This design comes from an exercise in tuning for small area on the open sky130 flow, not from production work.
Function was checked by simulation only, so behaviour that the tests miss may differ from the original.
Power and IR drop assume default switching activity.

==> design/flow/design.v <==
package qsfp_link_pkg;
    localparam int QSFP_DATA_BITS = 256;
    typedef struct packed {
        logic                      valid;
        logic [QSFP_DATA_BITS-1:0] bits;
    } qsfp_beat_t;
    typedef enum logic {TRAIN, UP} link_state_e;
endpackage
module qsfp_link_fifo
#(
    parameter int DATA_BITS = qsfp_link_pkg::QSFP_DATA_BITS,
    parameter int DEPTH     = 16
) (
    input  logic                 clock,
    input  logic                 reset,
    input  logic                 wr_en,
    input  logic [DATA_BITS-1:0] wr_data,
    output logic                 rx_valid,
    output logic [DATA_BITS-1:0] rx_bits,
    input  logic                 rx_ready
);
    localparam int PW = $clog2(DEPTH) + 1;
    localparam int AW = PW - 1;
    logic [DATA_BITS-1:0] mem_q [DEPTH];
    logic [PW-1:0]        wp_q, wp_d, rp_q, rp_d;
    logic                 head_v_q, head_v_d;
    logic [DATA_BITS-1:0] head_q, head_d;
    logic                 empty, full, head_free, mem_rd, bypass, mem_wr;
    assign empty     = wp_q == rp_q;
    assign full      = (wp_q[AW] != rp_q[AW]) && (wp_q[AW-1:0] == rp_q[AW-1:0]);
    assign head_free = !head_v_q || rx_ready;
    assign mem_rd    = head_free && !empty;
    assign bypass    = head_free && empty && wr_en;
    assign mem_wr    = wr_en && !bypass;
    assign rx_valid  = head_v_q;
    assign rx_bits   = head_q;
    always_comb begin
        wp_d     = mem_wr ? wp_q + {{(PW-1){1'b0}}, 1'b1} : wp_q;
        rp_d     = mem_rd ? rp_q + {{(PW-1){1'b0}}, 1'b1} : rp_q;
        head_v_d = head_free ? (mem_rd || wr_en) : head_v_q;
        head_d   = mem_rd ? mem_q[rp_q[AW-1:0]] : bypass ? wr_data : head_q;
    end
    always_ff @(posedge clock) begin
        if (!reset) begin
            wp_q     <= '0;
            rp_q     <= '0;
            head_v_q <= 1'b0;
            head_q   <= '0;
        end else begin
            wp_q     <= wp_d;
            rp_q     <= rp_d;
            head_v_q <= head_v_d;
            head_q   <= head_d;
        end
    end
    always_ff @(posedge clock)
        if (mem_wr) mem_q[wp_q[AW-1:0]] <= wr_data;
endmodule
module qsfp_link_model
#(
    parameter int DATA_BITS = qsfp_link_pkg::QSFP_DATA_BITS,
    parameter int LATENCY   = 8,
    parameter int DEPTH     = 16,
    parameter int UP_DELAY  = 32
) (
    input  logic                        clock,
    input  logic                        reset,
    input  logic                        tx_valid,
    input  logic [DATA_BITS-1:0]        tx_bits,
    output logic                        tx_ready,
    output logic                        rx_valid,
    output logic [DATA_BITS-1:0]        rx_bits,
    input  logic                        rx_ready,
    output logic                        channel_up
);
    localparam int CW = $clog2(DEPTH + 1);
    qsfp_link_pkg::link_state_e state_q, state_d;
    logic [15:0]   up_cnt_q, up_cnt_d;
    logic          channel_up_q, channel_up_d;
    logic [CW-1:0] credits_q, credits_d;
    logic                 dl_v_q [LATENCY];
    logic                 dl_v_d [LATENCY];
    logic [DATA_BITS-1:0] dl_b_q [LATENCY];
    logic [DATA_BITS-1:0] dl_b_d [LATENCY];
    logic          accept, pop;
    assign tx_ready   = channel_up_q && (credits_q != '0);
    assign channel_up = channel_up_q;
    assign accept     = tx_valid && tx_ready;
    assign pop        = rx_valid && rx_ready;
    always_comb begin
        up_cnt_d     = (state_q == qsfp_link_pkg::TRAIN) ? up_cnt_q + 16'd1 : up_cnt_q;
        state_d      = (state_q == qsfp_link_pkg::TRAIN && up_cnt_q == 16'(UP_DELAY - 1)) ? qsfp_link_pkg::UP : state_q;
        channel_up_d = state_d == qsfp_link_pkg::UP;
        credits_d    = credits_q - {{(CW-1){1'b0}}, accept} + {{(CW-1){1'b0}}, pop};
        dl_v_d[0]    = accept;
        dl_b_d[0]    = tx_bits;
        for (int i = 1; i < LATENCY; i++) begin
            dl_v_d[i] = dl_v_q[i-1];
            dl_b_d[i] = dl_b_q[i-1];
        end
    end
    always_ff @(posedge clock) begin
        if (!reset) begin
            state_q      <= qsfp_link_pkg::TRAIN;
            up_cnt_q     <= '0;
            channel_up_q <= 1'b0;
            credits_q    <= DEPTH[CW-1:0];
            for (int i = 0; i < LATENCY; i++) begin
                dl_v_q[i] <= 1'b0;
                dl_b_q[i] <= '0;
            end
        end else begin
            state_q      <= state_d;
            up_cnt_q     <= up_cnt_d;
            channel_up_q <= channel_up_d;
            credits_q    <= credits_d;
            for (int i = 0; i < LATENCY; i++) begin
                dl_v_q[i] <= dl_v_d[i];
                dl_b_q[i] <= dl_b_d[i];
            end
        end
    end
    qsfp_link_fifo #(.DATA_BITS(DATA_BITS), .DEPTH(DEPTH)) u_fifo (
        .clock    (clock),
        .reset    (reset),
        .wr_en    (dl_v_q[LATENCY-1]),
        .wr_data  (dl_b_q[LATENCY-1]),
        .rx_valid (rx_valid),
        .rx_bits  (rx_bits),
        .rx_ready (rx_ready)
    );
endmodule
==> design/flow/run.sh <==
#!/bin/bash
# synth_recipe.tcl (not shown) runs the flow's synth.tcl, then flattens the netlist and writes it again
# the make line also repeats each setting of config.mk as NAME=value (left out here)
make -C /OpenROAD-flow-scripts/flow DESIGN_CONFIG=/design/flow/config.mk WORK_HOME=/design/flow/orfs CLKGATE_MAP_FILE= SYNTH_SCRIPT=/design/flow/synth_recipe.tcl finish
==> design/flow/config.mk <==
export PLATFORM = sky130hd
export DESIGN_NAME = qsfp_link_model
export DESIGN_NICKNAME = qsfp_link_model
export VERILOG_FILES = /design/flow/design.v
export SDC_FILE = /design/flow/constraint.sdc
export NUM_CORES = 4
export LEC_CHECK = 0
export CAP_MARGIN = 20
export CORE_MARGIN = 2
export CORE_UTILIZATION = 40
export SLEW_MARGIN = 20
==> design/flow/constraint.sdc <==
create_clock -name core_clock -period 5.0 [get_ports {clock}]
set_input_delay 1.0000 -clock core_clock [delete_from_list [all_inputs] [get_ports {clock}]]
set_output_delay 1.0000 -clock core_clock [all_outputs]
set_load 0.01 [all_outputs]
==> impl_metrics.csv, run 1 <==
group,metric,value,unit
logic_synthesis,synth_top_area_share,56.0,%
layout,nets,12700,
sta,finalCritPeriodShare,71.9,%
logic_synthesis,syn_avg_cell_area,18.8,sq um
sta,maxSlewHeadroom,25.5,%
setup_path,reg2reg_to,"u_fifo.mem_q[6][104]$_DFFE_PP_",
sta,finalMaxSlewViolations,0,
place,gp_congestion,0.751,
global_route,gr-usage-all-layers,18.0,%
routing,drc,0,
place,placedInstanceArea,235000,sq um
logic_synthesis,yosysTopAreaCell,"edfxtp_1",
logic_synthesis,synthFlopType,"edfxtp_1",
sta,finalHoldViolations,0,
setup_path,critPathKind,"reg -> out",
power,ir_worst_vdd,0.000316,V
setup_path,end_kind,"output port",
place,numPortBuffers,518,
routing,wirelength,511000,um
power,p_leak,78.0,nW
worst_hold_path,min_path_cells,1,
global_route,grt_pass1_vias,105000,
die,start_util,40.1,%
sta,setup_viol_count_final,0,
layout,area_growth,17.3,%
die,dieArea,555000,sq um
setup_path,r2r_start,"u_fifo.wp_q[2]$_SDFFE_PN0P_",
global_route,grtUsageMet1,25.4,%
routing,wl_per_cell,25.2,um
layout,fin_area,258000,sq um
clock_network,cts_setup_buffers,0,
worst_hold_path,hp-start,"dl_b_q[4][235]$_SDFF_PN0_",
global_route,grt-ovfl-total,0,
clock_network,htreeDepth,6,
logic_synthesis,synth_seq_cells,6445,
die,core_area,548000,sq um
run,maxCapViolations,0,
worst_hold_path,hp-class,"reg -> reg",
sta,clock-skew-final,88.6,ps
global_route,grt_max_degree,250,
power,finalPower,111,mW
logic_synthesis,netlist_instances,11700,
setup_path,worstPathArrival,2600,ps
clock_network,cts_buffer_depth,4,
global_route,met3_usage,3.38,%
clock_network,cts_tree,"yes",
die,ioPinCount,519,
outcome,status,"finished clean",
routing,drtIter0Drc,9823,
routing,vias,105000,
routing,firstDrtPassIters,6,
logic_synthesis,ys_warn_count,10,
clock_network,clock-sinks,6445,
layout,layout-drive-gt1-share,20.2,%
worst_hold_path,worstHoldEndpoint,"dl_b_q[5][235]$_SDFF_PN0_",
setup_path,worstPathMaxFanout,3,
logic_synthesis,synth_nets,11900,
setup_path,ff2ff_path_depth,6,
sta,fin_crit,3600,ps
clock_network,holdBufCountCts,0,
logic_synthesis,ys_async_sr_fraction,0,%
clock_network,clkTransAtPathRegs,60,ps
place,place_ws,1000,ps
clock_network,cts_resized,0,
global_route,grt_pass1_wl,738000,um
logic_synthesis,ys_types,42,
die,die_w,745,um
global_route,met2_usage,28.3,%
sta,worst_hold_slack,394,ps
sta,tightestPinTransition,1120,ps
setup_path,r2r_slack,1830,ps
logic_synthesis,syn_area,220000,sq um
layout,layout_common_cells,"edfxtp_1 (4096), dfxtp_1 (2346), and2_1 (2061)",
power,pwr_density_cell,432,nW/um^2
logic_synthesis,synth_edf_count,4096,
logic_synthesis,seq_area_frac_synth,77.4,%
sta,fin_ws,1400,ps
routing,vias_per_cell,5.18,
logic_synthesis,synthTopCellsByArea,"edfxtp_1 (56%), dfxtp_1 (21%), mux4_2 (11%)",
die,placementRows,272,
clock_network,cts_buffers,653,
setup_path,cp.required,4000,ps
global_route,antenna_found_initial,38,
die,die_h,745,um
clock_network,root_buffer,"clkbuf_16",
sta,max_freq,0.278,GHz
setup_path,startpoint_type,"register",
layout,final_common_cell,"edfxtp_1",
sta,grt_setup_unrepaired,"false",
place,hpwlAfterDp,295000,um
clock_network,clk_latency,1100,ps
global_route,busiest_layer,"met2",
routing,drtAntennaViolNets,0,
[report_power, final]
part	internal (mW)	switching (mW)
sequential	56.7	0.714
combinational	2.11	1.99
clock	28.9	20.8
[layout make-up]
cell class	instances	area, sq um
Clock inverter	338	4130
Tap cell	7261	9080
Antenna cell	12	30.0
Inverter	11	41.3
Fill cell	45700	290000
Sequential cell	6445	170000
Timing Repair Buffer	839	9260
Clock buffer	885	18300
Multi-Input combinational cell	4502	46800
[metrics by stage]
step                util [%]   TNS, ps  cells
detailed placement      42.9         0  19100
floorplan                  -  -6489570  11700
global placement        42.9         0  19100
finish                  47.0         0  20300
global route            47.0         0  20300
CTS                     47.0         0  20300
[registers in the layout, summed over array words and instances (netlist names), named ones only]
register / cells
dl_b_q: 2048
u_fifo.head_q: 256
u_fifo.mem_q: 4096
credits_q: 5
u_fifo.head_v_q: 1
u_fifo.wp_q: 5
u_fifo.rp_q: 5
up_cnt_q: 16
dl_v_q: 8
channel_up_q: 1
[Yosys cell counts (2+ instances only)]
cell,count
buf_1,9
a221oi_1,52
mux2_2,230
ha_1,12
nand3_1,6
xor2_1,11
edfxtp_1,4096
xnor2_1,15
nor3_1,3
a31oi_1,232
clkbuf_1,507
nand2b_1,3
o21ai_0,231
buf_6,20
mux2i_1,29
o21bai_1,2
nand2_1,18
a22oi_1,486
mux4_2,1024
and2_1,2062
dfxtp_1,2349
nor2b_1,7
a21oi_1,6
buf_2,158
inv_1,10
and3_1,18
nor4_1,5
nor2_1,34
nand4_1,4
[cells by family (layout without fill, tap and decap cells)]
group,Yosys count,in the layout,share of synthesized area (%)
compound gates,1016,1016,3.10
xor+xnor,26,26,0.104
fa+ha+maj,13,13,0.0775
buf+inv,705,2073,1.36
flops,6445,6445,77.4
mux,1283,1283,11.8
other cells,0,12,0
simple gates,2164,2164,6.10
[worst max-delay path, cell delays in order (launching register included)]
cell and delay (ps):
dfxtp_1 320, inv_1 80, ha_1 140, inv_1 30
o41a_1 440, clkdlybuf4s50_1 490
[routing by layer]
metal | up-vias | wire length (um)
met2 | 3175 | 239000
met4 | 6 | 15000
met1 | 55000 | 224000
li1 | 46100 | -
met3 | 719 | 33000
met5 | - | 41
[how the worst max path moves through the flow]
stage | startpoint | endpoint | slack (ps) | cells after the start
after CTS | credits_q[3]$_SDFF_PN0_ | tx_ready | 1270 | 5
after global placement | rx_ready | u_fifo.mem_q[6][137]$_DFFE_PP_ | 1030 | 6
after global routing | credits_q[3]$_SDFF_PN0_ | tx_ready | 1230 | 5
after detailed placement | rx_ready | u_fifo.mem_q[6][134]$_DFFE_PP_ | 1000 | 6
final | credits_q[3]$_SDFF_PN0_ | tx_ready | 1400 | 5
after floorplan | rx_ready | u_fifo.mem_q[3][0]$_DFFE_PP_ | -3210 | 5
==> inputs of run 2 (changes only) <==
==> design/flow/design.v (replaced) <==
package qsfp_link_pkg;
    localparam int QSFP_DATA_BITS = 256;
    typedef struct packed {
        logic                      valid;
        logic [QSFP_DATA_BITS-1:0] bits;
    } qsfp_beat_t;
    typedef enum logic {TRAIN, UP} link_state_e;
endpackage
module qsfp_link_fifo
#(
    parameter int DATA_BITS = qsfp_link_pkg::QSFP_DATA_BITS,
    parameter int DEPTH     = 16,
    parameter int AW        = $clog2(DEPTH)
) (
    input  logic                 clock,
    input  logic                 wr_en,
    input  logic [AW-1:0]        wr_addr,
    input  logic [DATA_BITS-1:0] wr_data,
    input  logic [AW-1:0]        rd_addr,
    output logic [DATA_BITS-1:0] rd_data
);
    logic [DATA_BITS-1:0] mem_q [DEPTH];
    assign rd_data = mem_q[rd_addr];
    always_ff @(posedge clock)
        if (wr_en) mem_q[wr_addr] <= wr_data;
endmodule
module qsfp_link_model
#(
    parameter int DATA_BITS = qsfp_link_pkg::QSFP_DATA_BITS,
    parameter int LATENCY   = 8,
    parameter int DEPTH     = 16,
    parameter int UP_DELAY  = 32
) (
    input  logic                        clock,
    input  logic                        reset,
    input  logic                        tx_valid,
    input  logic [DATA_BITS-1:0]        tx_bits,
    output logic                        tx_ready,
    output logic                        rx_valid,
    output logic [DATA_BITS-1:0]        rx_bits,
    input  logic                        rx_ready,
    output logic                        channel_up
);
    localparam int AW = $clog2(DEPTH);
    localparam int PW = AW + 1;
    localparam int UW = $clog2(UP_DELAY);
    logic [UW-1:0]      up_cnt_q;
    logic               channel_up_q;
    logic [PW-1:0]      wp_q, ap_q, rp_q;
    logic [LATENCY-1:0] dl_v_q;
    logic               full, accept, pop, arrive;
    assign full       = (wp_q[AW] != rp_q[AW]) && (wp_q[AW-1:0] == rp_q[AW-1:0]);
    assign tx_ready   = channel_up_q && !full;
    assign channel_up = channel_up_q;
    assign rx_valid   = ap_q != rp_q;
    assign accept     = tx_valid && tx_ready;
    assign pop        = rx_valid && rx_ready;
    assign arrive     = dl_v_q[LATENCY-1];
    always_ff @(posedge clock) begin
        if (!reset) begin
            up_cnt_q     <= '0;
            channel_up_q <= 1'b0;
            wp_q         <= '0;
            ap_q         <= '0;
            rp_q         <= '0;
            dl_v_q       <= '0;
        end else begin
            up_cnt_q     <= up_cnt_q + {{(UW-1){1'b0}}, 1'b1};
            channel_up_q <= channel_up_q || (up_cnt_q == UW'(UP_DELAY - 1));
            wp_q         <= wp_q + {{(PW-1){1'b0}}, accept};
            ap_q         <= ap_q + {{(PW-1){1'b0}}, arrive};
            rp_q         <= rp_q + {{(PW-1){1'b0}}, pop};
            dl_v_q       <= {dl_v_q[LATENCY-2:0], accept};
        end
    end
    qsfp_link_fifo #(.DATA_BITS(DATA_BITS), .DEPTH(DEPTH)) u_store (
        .clock   (clock),
        .wr_en   (accept),
        .wr_addr (wp_q[AW-1:0]),
        .wr_data (tx_bits),
        .rd_addr (rp_q[AW-1:0]),
        .rd_data (rx_bits)
    );
endmodule
==> run 2 against run 1 <==
Compared with the run above:
- still clean
- total power down 38%
- die area decreased by 28%
- count of clock-buffer cells in the layout fell by 369
- critical endpoint is now rx_bits[52]
==> impl_metrics.csv, run 2 <==
group,metric,value,unit
die,core_area,390000,sq um
logic_synthesis,synth_nets,7206,
setup_path,startpoint_type,"register",
logic_synthesis,netlist_instances,6938,
global_route,grt_max_degree,117,
routing,wl_met1,168000,um
routing,wl_per_cell,30.3,um
setup_path,crit_family,"buffers and inverters",
setup_path,cp.required,4000,ps
routing,vias_per_cell,5.69,
sta,grt_setup_unrepaired,"false",
logic_synthesis,synthAdderAreaFrac,0.0638,%
routing,drtIter0Drc,7164,
logic_synthesis,synthMuxAreaShare,15.9,%
place,numPortBuffers,518,
sta,tightestPinTransition,1040,ps
power,pwr_density_cell,376,nW/um^2
logic_synthesis,yosys.area_share.simple,0.235,%
setup_path,critPathSlowestCell,"clkdlybuf4s50_1",
layout,layoutNonFillerInstCount,13300,
logic_synthesis,synth_common_cells,"edfxtp_1 (4096), mux2i_1 (768), mux4_2 (768)",
logic_synthesis,seq_area_frac_synth,78.8,%
clock_network,clkTransAtPathRegs,60,ps
setup_path,end_kind,"output port",
clock_network,clk_latency,960,ps
clock_network,clock-sinks,4125,
sta,finalHoldViolations,0,
sta,clock-skew-final,53.7,ps
die,placementRows,229,
global_route,grt-ovfl-total,0,
logic_synthesis,ys_warn_count,2,
logic_synthesis,synth_seq_cells,4125,
routing,met2_length,200000,um
routing,vias,75800,
sta,max_freq,0.205,GHz
setup_path,critPathKind,"reg -> out",
sta,worst_hold_slack,441,ps
place,gp_congestion,0.744,
clock_network,cts_tree,"yes",
die,die_h,630,um
routing,firstDrtPassIters,6,
die,die_w,630,um
sta,setup_viol_count_final,0,
layout,nets,8013,
layout,final_common_cell,"edfxtp_1",
clock_network,cts_buffers,424,
sta,finalMaxSlewViolations,0,
logic_synthesis,synth_xor_area_share,0.117,%
die,start_util,40.2,%
logic_synthesis,synth-compound-area-share,3.49,%
global_route,antenna_found_initial,95,
setup_path,path_buf_inv,4,
logic_synthesis,synthFlopType,"edfxtp_1",
layout,layout-drive-gt1-share,20.6,%
sta,fin_crit,4880,ps
routing,wirelength,405000,um
routing,top_layer,"met5",
logic_synthesis,synth_edf_count,4096,
place,dp_cells,12500,
setup_path,path_cells,"buf_12 -> buf_12 -> buf_4 -> mux2i_1 -> a22oi_1 -> mux2i_1 -> o21ai_1 -> clkdlybuf4s50_1",
logic_synthesis,synth_top_family_by_area,"multiplexers",
layout,largest_reg_flops,4096,
outcome,status,"finished clean",
layout,area.sequential,124000,sq um
logic_synthesis,synth.most_common_cell,"edfxtp_1",
sta,maxSlewHeadroom,30.4,%
routing,drc,0,
layout,multi_input_area,31400,sq um
setup_path,max_stage_delay,650,ps
routing,drtAntennaViolNets,0,
logic_synthesis,syn_area,157000,sq um
logic_synthesis,yosysTopAreaCell,"edfxtp_1",
clock_network,cts_buffer_depth,4,
layout,fill_cells,31800,
logic_synthesis,synthTopCellsByArea,"edfxtp_1 (78%), mux4_2 (11%), mux2i_1 (4.9%)",
layout,layout_common_cells,"edfxtp_1 (4096), mux4_2 (768), mux2i_1 (768)",
sta,finalCritPeriodShare,97.6,%
logic_synthesis,synth_top_area_share,78.4,%
power,ir_worst_vdd,0.000316,V
routing,dr_wl_met3,24300,um
global_route,grt_pass1_wl,573000,um
die,dieArea,397000,sq um
power,p_leak,53.9,nW
run,maxCapViolations,0,
global_route,gr-usage-all-layers,19.9,%
logic_synthesis,syn_avg_cell_area,22.6,sq um
sta,finalSetupTns,0,ps
layout,area_growth,17.6,%
logic_synthesis,ys_types,32,
global_route,grt_pass1_vias,78200,
setup_path,worstPathMaxFanout,20,
setup_path,worstPathArrival,3880,ps
die,ioPinCount,519,
logic_synthesis,ys_async_sr_fraction,0,%
worst_hold_path,hp-class,"reg -> reg",
clock_network,htreeDepth,5,
place,hpwlAfterDp,202000,um
clock_network,root_buffer,"clkbuf_16",
==> run 2: changes by cell type in the layout (fill, tap and decap cells not counted), sizes merged, moves of 256 or more <==
cell | previous run | this run
and2 | 2062 | 17
mux4 | 1024 | 768
dfxtp | 2349 | 29
clkbuf | 885 | 518
mux2i | 29 | 768
a32oi | 0 | 256
==> run 2: worst paths after layout <==
kind | start | end | slack, ps | depth (start not counted)
worst max register to register | wp_q[3]$_SDFF_PN0_ | u_store.mem_q[0][116]$_DFFE_PP_ | 1480 | 7
worst min-delay path | dl_v_q[5]$_SDFF_PN0_ | dl_v_q[6]$_SDFF_PN0_ | 440 | 1
worst max-delay path | rp_q[1]$_SDFF_PN0_ | rx_bits[52] | 120 | 8
worst min register to register | dl_v_q[5]$_SDFF_PN0_ | dl_v_q[6]$_SDFF_PN0_ | 440 | 1
==> run 2: metrics by stage <==
stage | utilization [%] | setup slack [ps] | cell area [sq um] | power [mW]
2_1_floorplan | - | -4810 | 157000 | 38.7
3_3_place_gp | 43.7 | 763 | 170000 | 39.3
3_5_place_dp | 43.7 | 768 | 170000 | 39.3
4_1_cts | 47.2 | 1.96 | 184000 | 70.0
5_1_grt | 47.3 | 2.47 | 184000 | 71.4
6_report | 47.3 | 120 | 184000 | 69.4
==> run 2: cell type report <==
cell class | instances | share of cell area (%)
clock inverters | 263 | 1.34
repair buffers | 788 | 5.00
inverters | 3 | 0.0129
clock buffers | 516 | 6.00
diodes | 37 | 0.0502
well taps | 5197 | 3.53
multi-input cells | 2403 | 17.0
flip-flops and latches | 4125 | 67.0
==> run 2: power breakdown <==
part	total [mW]	internal (mW)	switching (mW)	leakage (nW)
registers	38.0	38.0	0.00131	37.0
logic	0.613	0.180	0.434	10.3
clock network	30.8	17.6	13.2	6.60
==> run 2: kinds of logic (layout without fill, tap and decap cells) <==
family	after synthesis	count (layout)
AND/OR/NAND/NOR	68	68
buffers and inverters	410	1570
flip-flops	4125	4125
XOR/XNOR	21	21
AO/OA/AOI/OAI	770	770
multiplexers	1536	1536
adder cells (fa/ha/maj)	8	8
other	0	37
==> run 2: worst reg2reg max path, delay by kind of cell, from the launching register on <==
family	cells	cell delay [ps]
compound gates	1	130
xor+xnor	1	130
buf+inv	3	1330
flops	1	1000
simple gates	2	540
==> run 2: layer usage <==
| layer | track usage (%) | up-vias |
|---|---|---|
| li1 | - | 31500 |
| met1 | 26.9 | 41000 |
| met2 | 33.2 | 2611 |
| met3 | 3.26 | 674 |
| met4 | 6.16 | 36 |
| met5 | 0 | - |
==> run 2: timing repair <==
action,4_1_cts,5_1_grt
resized for setup,23,7
setup endpoints to repair,187,15
buffers inserted,7,6
hold buffers,0,0
pin swaps,0,1
cloned,5,2

==> afterwards: timing with drivers on the ports <==
No port has a modelled driver above. Below, the same layouts with a new extraction and two added sets of constraints.
Step 1 (the two cells are an assumption about what drives the block):
set clk [get_ports {clock}]
set_driving_cell -lib_cell sky130_fd_sc_hd__clkbuf_16 $clk
set_driving_cell -lib_cell sky130_fd_sc_hd__buf_2 [delete_from_list [all_inputs] $clk]
Step 2 also shifts input and output timing later by t, the mid clock arrival at the registers, as if the neighbouring blocks saw the same clock.
Slacks: ideal ports / drivers / drivers and shift; pairs: ideal ports / drivers.
run	shift t [ns]	setup slack, ns	latest minus earliest clock arrival (ns)	worst data-port slew with drivers (ns)
run 1	1.184	1.404 / 1.279 / 0.941	0.096 / 0.096	0.13
run 2	1.060	0.120 / 0.011 / 1.072	0.085 / 0.085	0.27
After both steps every run listed still meets setup and hold. The setup slack of run 1, which loses most, moves by -0.125 ns with the drivers and by -0.463 ns with both steps.
